From an optimization exercise on the open Yosys and OpenROAD flow, aimed at small area, a short achievable clock period and few clock cycles per item; shortcuts taken in it are not production practice. Where RTL was checked, it was by simulation tests only, not by an equivalence proof against the original. No activity file was given, so power comes from the tool's default toggle rates.

// hash_ring_node_table
module hash_ring_node_table (
  input  logic         clk,
  input  logic         rst_n,
  input  logic         in_valid,
  output logic         in_ready,
  input  logic [1:0]   in_opcode,
  input  logic [7:0]   in_key_byte,
  input  logic         in_last_byte,
  input  logic [31:0]  in_node_address,
  input  logic [15:0]  in_node_port,
  output logic         out_valid,
  input  logic         out_ready,
  output logic [1:0]   out_status,
  output logic [31:0]  out_found_address,
  output logic [15:0]  out_found_port,
  output logic [31:0]  out_key_hash
);
  logic        c_load, c_free_now, c_free_next;
  logic [1:0]  c_op;
  logic [31:0] c_hash, c_addr;
  logic [15:0] c_port;
  hrnt_front u_front (
    .clk             (clk),
    .rst_n           (rst_n),
    .in_valid        (in_valid),
    .in_ready        (in_ready),
    .in_opcode       (in_opcode),
    .in_key_byte     (in_key_byte),
    .in_last_byte    (in_last_byte),
    .in_node_address (in_node_address),
    .in_node_port    (in_node_port),
    .c_load          (c_load),
    .c_op            (c_op),
    .c_hash          (c_hash),
    .c_addr          (c_addr),
    .c_port          (c_port),
    .c_free_now      (c_free_now),
    .c_free_next     (c_free_next)
  );
  hrnt_back u_back (
    .clk               (clk),
  ...
==> flow/config.mk <==
export PLATFORM = sky130hd
export DESIGN_NAME = hash_ring_node_table
export DESIGN_NICKNAME = hash_ring_node_table
export VERILOG_FILES = /design/flow/design.v
export SDC_FILE = /design/flow/constraint.sdc
export NUM_CORES = 4
export LEC_CHECK = 0
export ABC_CLOCK_PERIOD_IN_PS = 2300
export CAP_MARGIN = 20
export CORE_MARGIN = 2
export CORE_UTILIZATION = 40
export CTS_CLUSTER_DIAMETER = 100
export CTS_CLUSTER_SIZE = 25
export PLACE_DENSITY = 0.6
export SETUP_SLACK_MARGIN = 2.5
export SLEW_MARGIN = 20
export TNS_END_PERCENT = 30
==> flow/constraint.sdc <==
create_clock -name core_clock -period 5.0 [get_ports {clk}]
set_input_delay 1.0000 -clock core_clock [delete_from_list [all_inputs] [get_ports {clk}]]
set_output_delay 1.0000 -clock core_clock [all_outputs]
set_load 0.01 [all_outputs]
standard.sh (not shown) runs the stock make flow with config.mk's settings and CLKGATE_MAP_FILE= SYNTH_SCRIPT=/design/flow/synth_recipe.tcl, a recipe that flattens the netlist after the stock synthesis.
==> flow/flow/run.sh <==
#!/bin/bash
# The standard layout (the standard.sh: standard synthesis and ORFS on all steps), with
# one change: the buffers ORFS puts on the input and output ports are buf_4 cells instead of
# the default smallest buffer (a slow delay cell), so the port paths are not held back.
set -euo pipefail
export BUFFER_PORTS_ARGS="-buffer_cell sky130_fd_sc_hd__buf_4"
bash standard.sh > standard_flow.log 2>&1
Then changed:
--- a/flow/design.v
+++ b/flow/design.v
@@ -17,16 +17,16 @@
     crc_byte = c;
   endfunction
   function automatic logic [1:0] cmp_ge_eq(input logic [31:0] a, input logic [31:0] b);
-    logic [31:0] g, l;
+    logic [31:0] g, e;
     g = a & ~b;
-    l = ~a & b;
+    e = ~(a ^ b);
     for (int w = 1; w < 32; w = w * 2) begin
       for (int i = 0; i < 32; i += 2 * w) begin
-        g[i] = g[i + w] | (~l[i + w] & g[i]);
-        l[i] = l[i + w] | (~g[i + w] & l[i]);
+        g[i] = g[i + w] | (e[i + w] & g[i]);
+        e[i] = e[i + w] & e[i];
       end
     end
-    cmp_ge_eq = {~l[0], ~(g[0] | l[0])};
+    cmp_ge_eq = {g[0] | e[0], e[0]};
   endfunction
   function automatic logic lt4(input logic [3:0] a, input logic [3:0] b);
     logic [3:0] l, e;
Final cell count came out lower by 2.5%.
Wire length is lower by 0.50%.
Final area goes down by 0.81%.
Via count shrinks by 3.6%.
Setup slack is better by 0.33 ns.
Combinational power grows by about 10%.
Testbench counts after the change, summed over its fixed seeds: cycles 28,659, items 2,400.
No functional check of the RTL was part of the first run of this note.

* * *

RTL: one of the versions met above, not the one the previous note started from.
Size in the first run: roughly 1,700 flip-flops.
## hash_ring_node_table
module hash_ring_node_table (
  input  logic         clk,
  input  logic         rst_n,
  input  logic         in_valid,
  output logic         in_ready,
  input  logic [1:0]   in_opcode,
  input  logic [7:0]   in_key_byte,
  input  logic         in_last_byte,
  input  logic [31:0]  in_node_address,
  input  logic [15:0]  in_node_port,
  output logic         out_valid,
  input  logic         out_ready,
  output logic [1:0]   out_status,
  output logic [31:0]  out_found_address,
  output logic [15:0]  out_found_port,
  output logic [31:0]  out_key_hash
);
clock: 5.0 ns
lec_check: 0
cap_margin: 20
core_margin: 2
core_utilization: 40
cts_cluster_diameter: 100
cts_cluster_size: 25
place_density: 0.6
setup_slack_margin: 2.5
slew_margin: 20
tns_end_percent: 30
Scripts as last shown in full above: flow/flow/run.sh
Testbench counts at the start, summed over its fixed seeds: cycles 28,659, items 2,400.
Change:
--- a/flow/design.v
+++ b/flow/design.v
@@ -18,14 +18,14 @@
   endfunction
   function automatic logic [1:0] cmp_ge_eq(input logic [31:0] a, input logic [31:0] b);
-    logic [31:0] g, e;
+    logic [31:0] g, l;
     g = a & ~b;
-    e = ~(a ^ b);
+    l = ~a & b;
     for (int w = 1; w < 32; w = w * 2) begin
       for (int i = 0; i < 32; i += 2 * w) begin
-        g[i] = g[i + w] | (e[i + w] & g[i]);
-        e[i] = e[i + w] & e[i];
+        g[i] = g[i + w] | (~l[i + w] & g[i]);
+        l[i] = l[i + w] | (~g[i + w] & l[i]);
       end
     end
-    cmp_ge_eq = {g[0] | e[0], e[0]};
+    cmp_ge_eq = {~l[0], ~(g[0] | l[0])};
   endfunction
   function automatic logic lt4(input logic [3:0] a, input logic [3:0] b);
Critical path depth stays the same.
Synthesized area is about the same.
Clock power climbs by about 1%.
Clock-buffer cell count drops by 7.
Core utilization climbs by 0.43 points.
Via count climbs by 3.8%.
Power drops by 0.73%.
Cell area climbs by 0.82%.
Global-route usage climbs by 0.23 points.
Setup slack is worse by 0.33 ns.
Final cell count climbs by 2.6%.
Routed wire length climbs by 0.50%.
For the second run of this note, only the layout was checked, not whether the RTL still works.

* * *

== lane 4 ==
Another version of the RTL of hash_ring_node_table (not shown whole).
Size in the first run: roughly 3500 cells after synthesis, about 150 I/O pins.
## hash_ring_node_table
module hash_ring_node_table (
  input  logic         clk,
  input  logic         rst_n,
  input  logic         in_valid,
  output logic         in_ready,
  input  logic [1:0]   in_opcode,
  input  logic [7:0]   in_key_byte,
  input  logic         in_last_byte,
  input  logic [31:0]  in_node_address,
  input  logic [15:0]  in_node_port,
  output logic         out_valid,
  input  logic         out_ready,
  output logic [1:0]   out_status,
  output logic [31:0]  out_found_address,
  output logic [15:0]  out_found_port,
  output logic [31:0]  out_key_hash
);
export LEC_CHECK = 0
export ABC_CLOCK_PERIOD_IN_PS = 2300
export CAP_MARGIN = 20
export CORE_MARGIN = 2
export CORE_UTILIZATION = 40
export PLACE_DENSITY = 0.6
export SETUP_SLACK_MARGIN = 2.7
export SLEW_MARGIN = 20
create_clock -name core_clock -period 5.0 [get_ports {clk}]
run.sh (not shown) runs the stock make flow with config.mk's settings and CLKGATE_MAP_FILE= SYNTH_SCRIPT=/design/flow/synth_recipe.tcl, a recipe that flattens the netlist after the stock synthesis.
Stock flow here: none of the scripts above is used.
Every stage of the flow completed for lane 4, and the final layout passed the timing, DRC and antenna checks.
> inputs changed (lane 4 -> lane 5)
--- a/flow/design.v
+++ b/flow/design.v
@@ -163,68 +163,91 @@
     for (int i = 0; i < N; i++) begin
       if (((i + N - 1) % N) % R == 0) begin
         f_ge[i] <= t_ge[((i + N - 1) % N) / R];
         f_eq[i] <= t_eq[((i + N - 1) % N) / R];
       end else begin
         f_ge[i] <= f_ge[(i + N - 1) % N];
         f_eq[i] <= f_eq[(i + N - 1) % N];
       end
     end
   end
   logic cap, restart, capt, first;
+  logic [1:0] op_c;
+  assign op_c = fov_r ? y_op_r : k_op;
   assign cap     = act_r && (cyc_r != '0);
   assign restart = cap && ov_r && !out_ready;
   assign capt    = (cap && !restart) || fov_r;
   assign first   = act_r && (cyc_r == CW'(1));
   logic        cd_ge [NTAP];
   logic        cd_eq [NTAP];
   logic [3:0]  cd_rk [NTAP];
+  logic [3:0]  tp_rk [NTAP];
   logic        win   [NTAP];
+  logic [NTAP*NTAP-1:0] pw_r, pw_nxt;   
+  logic [NTAP-1:0]      lb_r, lb_nxt;   
   logic        any_win, any_eq, bfound, hit_f, fnd_f;
   logic [31:0] win_addr;
   logic [15:0] win_port;
   logic [3:0]  win_rank, brank_f;
   always_comb begin
     bfound = fnd_r && !first;
     for (int j = 0; j < NTAP; j++) begin
       cd_ge[j] = f_ge[(j*R + 1) % N] && r_vld[(j*R + 1) % N];
       cd_eq[j] = f_eq[(j*R + 1) % N] && r_vld[(j*R + 1) % N];
       cd_rk[j] = r_rank[(j*R + 1) % N];
+      tp_rk[j] = r_rank[j*R];
     end
     any_eq = 1'b0;
     for (int j = 0; j < NTAP; j++) begin
-      win[j] = cd_ge[j] && (!bfound || hrnt_pkg::lt4(cd_rk[j], brank_r));
+      win[j] = cd_ge[j] && (!bfound || lb_r[j]);
       any_eq = any_eq || cd_eq[j];
     end
     for (int j = 0; j < NTAP; j++) begin
       for (int i = j + 1; i < NTAP; i++) begin
-        if (hrnt_pkg::lt4(cd_rk[j], cd_rk[i])) begin
+        if (pw_r[j*NTAP+i]) begin
           win[i] = win[i] && !cd_ge[j];
         end else begin
           win[j] = win[j] && !cd_ge[i];
         end
       end
     end
     any_win  = 1'b0;
     win_addr = '0;
     win_port = '0;
     win_rank = '0;
     for (int j = 0; j < NTAP; j++) begin
       any_win  = any_win || win[j];
       win_addr = win_addr | ({32{win[j]}} & r_addr[(j*R + 1) % N]);
       win_port = win_port | ({16{win[j]}} & r_port[(j*R + 1) % N]);
       win_rank = win_rank | ({4{win[j]}} & cd_rk[j]);
     end
     hit_f   = (hit_r && !first) || any_eq;
     fnd_f   = bfound || any_win;
     brank_f = any_win ? win_rank : brank_r;
+    for (int j = 0; j < NTAP; j++) begin
+      for (int i = 0; i < NTAP; i++) begin
+        pw_nxt[j*NTAP+i] = hrnt_pkg::lt4(tp_rk[j], tp_rk[i]);
+      end
+      lb_nxt[j] = 1'b0;
+      if (capt && any_win) begin
+        for (int k = 0; k < NTAP; k++) begin
+          lb_nxt[j] = lb_nxt[j] || (win[k] && hrnt_pkg::lt4(tp_rk[j], cd_rk[k]));
+        end
+      end else begin
+        lb_nxt[j] = hrnt_pkg::lt4(tp_rk[j], brank_r);
+      end
+    end
+  end
+  always_ff @(posedge clk) begin
+    pw_r <= pw_nxt;
+    lb_r <= lb_nxt;
   end
   always_ff @(posedge clk) begin
     if (capt) begin
       hit_r   <= hit_f;
       fnd_r   <= fnd_f;
       brank_r <= brank_f;
     end
   end
   logic       fin_reg, fin;
   logic [1:0] op_f;
   logic       full, do_clr, do_inc, do_dec, need_inj, inj_fin, inj_wait, inj;
@@ -348,28 +371,25 @@
         r_rank[i] <= r_rank[S];
       end
     end
   end
   always_ff @(posedge clk) begin
     if (fin) begin
       os_r <= status;
     end
     if (first && !restart) begin
       kh_r <= k_hash;
     end
-    if (fin && !(op_f == hrnt_pkg::OP_FIND && fnd_f)) begin
-      oa_r <= '0;
-      op_r <= '0;
-    end else if (capt && any_win) begin
-      oa_r <= win_addr;
-      op_r <= win_port;
+    if (capt && (first || any_win)) begin
+      oa_r <= (op_c == hrnt_pkg::OP_FIND) ? win_addr : '0;
+      op_r <= (op_c == hrnt_pkg::OP_FIND) ? win_port : '0;
     end
   end
 endmodule
 module hash_ring_node_table (
   input  logic         clk,
   input  logic         rst_n,
   input  logic         in_valid,
   output logic         in_ready,
   input  logic [1:0]   in_opcode,
   input  logic [7:0]   in_key_byte,
   input  logic         in_last_byte,
- Going from lane 4 to lane 5, number of vias per cell essentially unchanged; clock period minus final worst setup slack decreased by 350 ps relative to the old numbers; amount of wire on met2 after detailed routing shrank by 1200 um; setup TNS barely changed.
- Compared with lane 4, lane 5 improves fmax.
- Diff lane 4 -> lane 5: total sequential power closely matched the old numbers, clock network area share saw a decrease, met2 track demand over resource in global routing down 1.3 points.
No run of this note included a check of the RTL's function; only the layout flow was run.

separate check: timing with driven ports:
The results above use ideal ports. As a check the final layouts listed here were re-extracted and re-timed, cells and wires unchanged.
Step 1 sets driving cells, clkbuf_16 on the clock port and buf_2 on the other inputs (assumed; they add their load-dependent delay and slew).
Step 2 also shifts input and output timing later by t, the mid clock arrival at the registers, as if the neighbouring blocks saw the same clock.
a / b / c = ideal / step 1 / step 2; a / b = the first two.
| run | t (ns) | setup WS [ns] | worst setup path after step 2 |
|---|---|---|---|
| the first run of note 1 | 0.756 | 2.151 / 2.151 / 1.744 | input to register |
| the second run of note 1 | 0.748 | 2.482 / 2.460 / 1.879 | input to register |
| the first run of note 2 | 0.748 | 2.482 / 2.460 / 1.879 | input to register |
| the second run of note 2 | 0.756 | 2.151 / 2.151 / 1.744 | input to register |
| lane 4 | 0.814 | 1.888 / 1.888 / 1.593 | input to register |
| lane 5 | 0.823 | 2.243 / 2.243 / 1.593 | input to register |
After both steps every run listed still meets setup and hold. The setup slack of lane 5, which loses most, moves by 0.000 ns with the drivers and by -0.650 ns with both steps.
